This design comes from an exercise in tuning for small area and a short achievable clock period on the open sky130 flow, not from production work. At most, simulation tests tie the RTL to the original design; equivalence was not proved. No driver is modelled on the clock port, so clocking that relies on it looks cheaper here than on a real chip. Power figures rest on the tool's default switching activity, not on a simulated workload.

==> flow/design.v (excerpt) <==
module spi_acl_responder #(
  parameter int          ADDR_W  = 6,
  parameter logic [7:0]  DEVID   = 8'hAD,
  parameter int          SYNC_FF = 2
) (
  input  logic              CLK,
  input  logic              RST,
  input  logic              SCLK,
  input  logic              SS,
  input  logic              SDI,
  output logic              SDO,
  input  logic              smp_valid,
  input  logic [7:0]        smp_x,
  input  logic [7:0]        smp_y,
  input  logic [7:0]        smp_z,
  output logic [7:0]        pwr_ctl,
  output logic              wr_stb,
  output logic [ADDR_W-1:0] wr_addr,
  output logic [7:0]        wr_data,
  output logic              frame_done,
  output logic              cmd_err
);
Size: about 1,300 cells after synthesis, about 56 I/O pins.
==> flow/config.mk <==
export PLATFORM = sky130hd
export DESIGN_NAME = spi_acl_responder
export DESIGN_NICKNAME = spi_acl_responder
export VERILOG_FILES = /design/flow/design.v
export SDC_FILE = /design/flow/constraint.sdc
export NUM_CORES = 4
export LEC_CHECK = 0
export ABC_AREA = 1
export ABC_CLOCK_PERIOD_IN_PS = 2200
export CAP_MARGIN = 20
export CORE_MARGIN = 2
export CORE_UTILIZATION = 65
export CTS_BUF_LIST = sky130_fd_sc_hd__clkbuf_16
export CTS_CLUSTER_DIAMETER = 60
export CTS_CLUSTER_SIZE = 30
export PLACE_DENSITY = 0.75
export SETUP_SLACK_MARGIN = 3.8
export SLEW_MARGIN = 20
==> flow/constraint.sdc <==
create_clock -name core_clock -period 6.0 [get_ports {CLK}]
set_input_delay 1.2000 -clock core_clock [delete_from_list [all_inputs] [get_ports {CLK}]]
set_output_delay 1.2000 -clock core_clock [all_outputs]
set_load 0.01 [all_outputs]
standard.sh (not shown) runs the stock make flow with config.mk's settings and CLKGATE_MAP_FILE= SYNTH_SCRIPT=/design/flow/synth_recipe.tcl, a recipe that flattens the netlist after the stock synthesis.
==> flow/flow/run.sh <==
#!/bin/bash
set -euo pipefail
export BUFFER_PORTS_ARGS="-buffer_cell sky130_fd_sc_hd__buf_2"
export CTS_ARGS="-sink_clustering_enable -repair_clock_nets -sink_clustering_size 30 -sink_clustering_max_diameter 60 -buf_list sky130_fd_sc_hd__clkbuf_16 -dont_use_dummy_load"
bash standard.sh > standard.log 2>&1
Then changed:
--- a/flow/design.v
+++ b/flow/design.v
@@ -48,16 +48,14 @@
   logic [7:0] ld_val, smp_sel;
   logic [2:0] rot8, rot7, rot5;
   logic       clr;
   logic [4:0] pa;
   logic [2:0] hl [8];
   logic [7:0] tail [8];
   logic [7:0] ins;
-  logic [5:0] ins_addr;
-  logic [7:0] ins_data;
   logic [7:0] tail_sel;
   logic [2:0] cap_sel;
   logic       cap0, cap1;
   logic [7:0] cand0, cand1;
   assign sclk_s  = sclk_sync[1];
   assign ss_s    = ss_sync[1];
   assign sdi_s   = sdi_sync[1];
@@ -192,27 +190,22 @@
     case (r)
       0:       rlen = 7;
       1:       rlen = 5;
       5:       rlen = 7;
       default: rlen = 8;
     endcase
   endfunction
-  always_ff @(posedge CLK) begin
-    ins_addr <= wr_addr;
-    if (RST) ins_data <= 8'h00;
-    else     ins_data <= wr_data;
-  end
   for (genvar r = 0; r < 8; r++) begin : g_ins
-    assign ins[r] = clr || (ins_addr[5:3] == 3'(r) && ins_addr[2:0] == hl[r]);
+    assign ins[r] = clr || (wr_addr[5:3] == 3'(r) && wr_addr[2:0] == hl[r]);
   end
   for (genvar r = 0; r < 8; r++) begin : g_ring
     localparam int L = rlen(r);
     logic [8*L-1:0] q;
     assign tail[r] = q[8*L-1:8*L-8];
-    always_ff @(posedge CLK) q <= {ins[r] ? ins_data : q[7:0], q[8*L-1:8]};
+    always_ff @(posedge CLK) q <= {ins[r] ? wr_data : q[7:0], q[8*L-1:8]};
   end
   always_comb begin
     if (state == S_ADDR) pa = (bit_cnt == 3'd7) ? sr[4:0] : {sr[3:0], sdi_s};
     else                 pa = addr_inc[5:1];
   end
   always_ff @(posedge CLK) begin
     cap_sel <= pa[4:2];
The changed run produced a clean layout.
Non-clock buffer count came out higher by 6.
Utilization grows by 1.0 points.
Via count decreases slightly.
Power falls by a few percent.
Worst setup slack degrades by 54 ps.
Clock power decreases by a few percent.
Combinational power is higher by a few percent.
Die area goes down slightly.
Synthesized cell count hardly moves.
Register-to-register slack gets worse by 80 ps.
The RTL of the second run of this note was laid out without a check of its function.

---

Another version of the RTL of spi_acl_responder (not shown whole).
Size in the first run: ~1,300 cells after synthesis, about 620 flip-flops, roughly 56 I/O pins, ~16,000 um2 of cells after synthesis.
==> flow/design.v (excerpt) <==
module spi_acl_responder #(
  parameter int          ADDR_W  = 6,
  parameter logic [7:0]  DEVID   = 8'hAD,
  parameter int          SYNC_FF = 2
) (
  input  logic              CLK,
  input  logic              RST,
  input  logic              SCLK,
  input  logic              SS,
  input  logic              SDI,
  output logic              SDO,
  input  logic              smp_valid,
  input  logic [7:0]        smp_x,
  input  logic [7:0]        smp_y,
  input  logic [7:0]        smp_z,
  output logic [7:0]        pwr_ctl,
  output logic              wr_stb,
  output logic [ADDR_W-1:0] wr_addr,
  output logic [7:0]        wr_data,
  output logic              frame_done,
  output logic              cmd_err
);
==> flow/config.mk <==
export PLATFORM = sky130hd
export DESIGN_NAME = spi_acl_responder
export DESIGN_NICKNAME = spi_acl_responder
export VERILOG_FILES = /design/flow/design.v
export SDC_FILE = /design/flow/constraint.sdc
export NUM_CORES = 4
export LEC_CHECK = 0
export ABC_AREA = 1
export ABC_CLOCK_PERIOD_IN_PS = 2200
export CAP_MARGIN = 20
export CORE_MARGIN = 2
export CORE_UTILIZATION = 65
export CTS_BUF_LIST = sky130_fd_sc_hd__clkbuf_16
export CTS_CLUSTER_DIAMETER = 60
export CTS_CLUSTER_SIZE = 30
export PLACE_DENSITY = 0.75
export SETUP_SLACK_MARGIN = 4.0
export SLEW_MARGIN = 20
==> flow/constraint.sdc <==
create_clock -name core_clock -period 6.0 [get_ports {CLK}]
set_input_delay 1.2000 -clock core_clock [delete_from_list [all_inputs] [get_ports {CLK}]]
set_output_delay 1.2000 -clock core_clock [all_outputs]
set_load 0.01 [all_outputs]
==> flow/flow/run.sh <==
#!/bin/bash
set -euo pipefail
export BUFFER_PORTS_ARGS="-buffer_cell sky130_fd_sc_hd__buf_2"
export CTS_ARGS="-sink_clustering_enable -repair_clock_nets -sink_clustering_size 30 -sink_clustering_max_diameter 60 -buf_list sky130_fd_sc_hd__clkbuf_16 -dont_use_dummy_load"
export POST_CTS_TCL="$PWD/flow/quad_clk.tcl"
bash standard.sh > standard.log 2>&1
Other scripts of this flow, unchanged in this note and not shown: flow/flow/quad_clk.tcl
Edit:
--- a/flow/design.v
+++ b/flow/design.v
@@ -27,27 +27,27 @@
   localparam logic [5:0] A_X    = 6'h08;
   localparam logic [5:0] A_Y    = 6'h09;
   localparam logic [5:0] A_Z    = 6'h0A;
   localparam logic [5:0] A_PWR  = 6'h2D;
   typedef enum logic [2:0] {
     S_IDLE, S_CMD, S_ADDR, S_WDATA, S_RDATA, S_IGNORE
   } state_t;
   state_t state, state_next;
   logic [1:0] sclk_sync, ss_sync, sdi_sync;
   logic sclk_s, ss_s, sdi_s, sclk_d, ss_d;
-  logic rise, fall, ss_rise, ss_fall, active;
+  logic rise, fall, rise_nx, ss_rise, ss_fall, active;
   logic [2:0] bit_cnt;
   logic [7:0] sr, rx_next, rx_pre, tx_next;
   logic [5:0] addr, addr_inc;
   logic       addr_bad, is_rd, got_byte, read_only;
-  logic       byte_done, c_wr, c_rd, wr_ok_q, wr_en, tx_load, tx_shift, rx_shift, to_rdata;
-  logic       sdo_n, ss_o;
+  logic       bd_pre, byte_done, c_wr, c_rd, wr_en, tx_load, tx_shift, rx_shift, to_rdata;
+  logic       sdo_q;
   logic [7:0] pwr_q, smp_xq, smp_yq, smp_zq;
   logic       smp_ok;
   logic [5:0] pre_addr;
   logic       pre_bad, f_dev, f_smp, f_y, f_z, f_c0, f_c1;
   logic [7:0] ld_val, smp_sel;
   logic [3:0] rot;
   logic       clr;
   logic [4:0] pa;
   logic       pa_ab, pa_rb, pa_16;
   logic [7:0] tap [8];
@@ -57,48 +57,49 @@
   logic [7:0] ins_data;
   logic [7:0] tap_sel;
   logic [2:0] cap_sel;
   logic       cap0, cap1;
   logic [7:0] cand0, cand1;
   assign sclk_s  = sclk_sync[1];
   assign ss_s    = ss_sync[1];
   assign sdi_s   = sdi_sync[1];
   assign rise    = sclk_s & ~sclk_d;
   assign fall    = ~sclk_s & sclk_d;
+  assign rise_nx = sclk_sync[0] & ~sclk_s;
   assign ss_rise = ss_s & ~ss_d;
   assign ss_fall = ~ss_s & ss_d;
   assign active    = (state != S_IDLE) && !ss_s;
   assign rx_next   = {sr[6:0], sdi_s};
   assign rx_pre    = {sr[6:0], sdi_s};
   assign read_only = (addr == A_DEV) || (addr == A_X) || (addr == A_Y) || (addr == A_Z);
   assign addr_inc  = addr + 6'd1;
-  assign byte_done = active && rise && (bit_cnt == 3'd7);
+  assign bd_pre    = !RST && rise_nx && active && (bit_cnt == 3'd7);
   assign pwr_ctl = pwr_q;
-  assign SDO     = !(sdo_n || ss_o);
+  assign SDO     = sdo_q;
   always_ff @(posedge CLK) begin
     sclk_sync <= {sclk_sync[0], SCLK};
     sdi_sync  <= {sdi_sync[0], SDI};
     sclk_d    <= sclk_s;
     if (RST) begin
       ss_sync <= '0;
       ss_d    <= 1'b0;
     end else begin
       ss_sync <= {ss_sync[0], SS};
       ss_d    <= ss_s;
     end
   end
   always_ff @(posedge CLK) begin
-    c_wr    <= rx_pre == CMD_WR;
-    c_rd    <= rx_pre == CMD_RD;
-    wr_ok_q <= state == S_WDATA && !addr_bad && !read_only;
-  end
-  assign wr_en = byte_done && wr_ok_q;
+    byte_done <= bd_pre;
+    c_wr      <= rx_pre == CMD_WR;
+    c_rd      <= rx_pre == CMD_RD;
+    wr_en     <= bd_pre && state == S_WDATA && !addr_bad && !read_only;
+  end
   always_ff @(posedge CLK) begin
     if (RST) state <= S_IDLE;
     else     state <= state_next;
   end
   always_comb begin
     state_next = state;
     if (ss_s) begin
       state_next = S_IDLE;
     end else begin
       case (state)
@@ -145,23 +146,22 @@
       if (byte_done && state == S_CMD) is_rd <= c_rd;
       if (byte_done && state == S_ADDR) begin
         addr     <= rx_next[5:0];
         addr_bad <= rx_next[7:6] != 2'b00;
       end else if (byte_done && (state == S_WDATA || state == S_RDATA)) begin
         addr     <= addr_inc;
       end
     end
   end
   always_ff @(posedge CLK) begin
-    ss_o <= ss_sync[0];
-    if (RST) sdo_n <= 1'b1;
-    else     sdo_n <= !(to_rdata && !ss_s && (state == S_RDATA || byte_done) && tx_next[7]);
+    if (RST) sdo_q <= 1'b0;
+    else     sdo_q <= to_rdata && !ss_s && !ss_sync[0] && (state == S_RDATA || byte_done) && tx_next[7];
   end
   always_ff @(posedge CLK) begin
     if (RST) pwr_q <= 8'h00;
     else if (wr_en && addr == A_PWR) pwr_q <= rx_next;
     if (smp_valid) begin
       smp_xq <= smp_x;
       smp_yq <= smp_y;
       smp_zq <= smp_z;
     end
     if (RST) smp_ok <= 1'b0;
What happened:
- total power climbs by 4.5%
- clock power is about the same
- final area drops by 0.54%
- maximum frequency climbs by about 4%
- synthesized area drops by about 0.7%
- final cell count drops by about 1.6%
- die area drops by 0.68%
- via count drops by 1.8%
- sequential cell count does not change

[re-timing with driven ports]
The results above use ideal ports. As a check the final layouts listed here were re-extracted and re-timed, cells and wires unchanged.
Step 1 assumes that a clkbuf_16 drives the clock port and a buf_2 every other input.
Step 2, shift: input delay + t, output delay - t, t = (earliest + latest rising clock arrival at the registers) / 2. This alone moves slack from input paths to output paths.
Slacks: ideal ports / drivers / drivers and shift; pairs: ideal ports / drivers.
run	shift t [ns]	setup WS [ns]	hold slack, ns	worst register clock-pin slew, ns	worst data-port slew with drivers (ns)
the first run of note 1	0.599	3.767 / 3.719 / 3.379	0.284 / 0.284 / 0.284	0.10 / 0.10	0.04
the second run of note 1	0.588	3.712 / 3.663 / 3.405	0.302 / 0.302 / 0.302	0.10 / 0.10	0.03
the first run of note 2	0.446	3.897 / 3.795 / 3.826	0.302 / 0.303 / 0.303	0.11 / 0.11	0.04
the second run of note 2	0.432	3.981 / 3.881 / 3.726	0.281 / 0.281 / 0.281	0.10 / 0.10	0.04
After both steps every run listed still meets setup and hold. For the first run of note 1, which loses most, drivers alone change the setup slack by -0.048 ns; drivers and shift together by -0.388 ns.
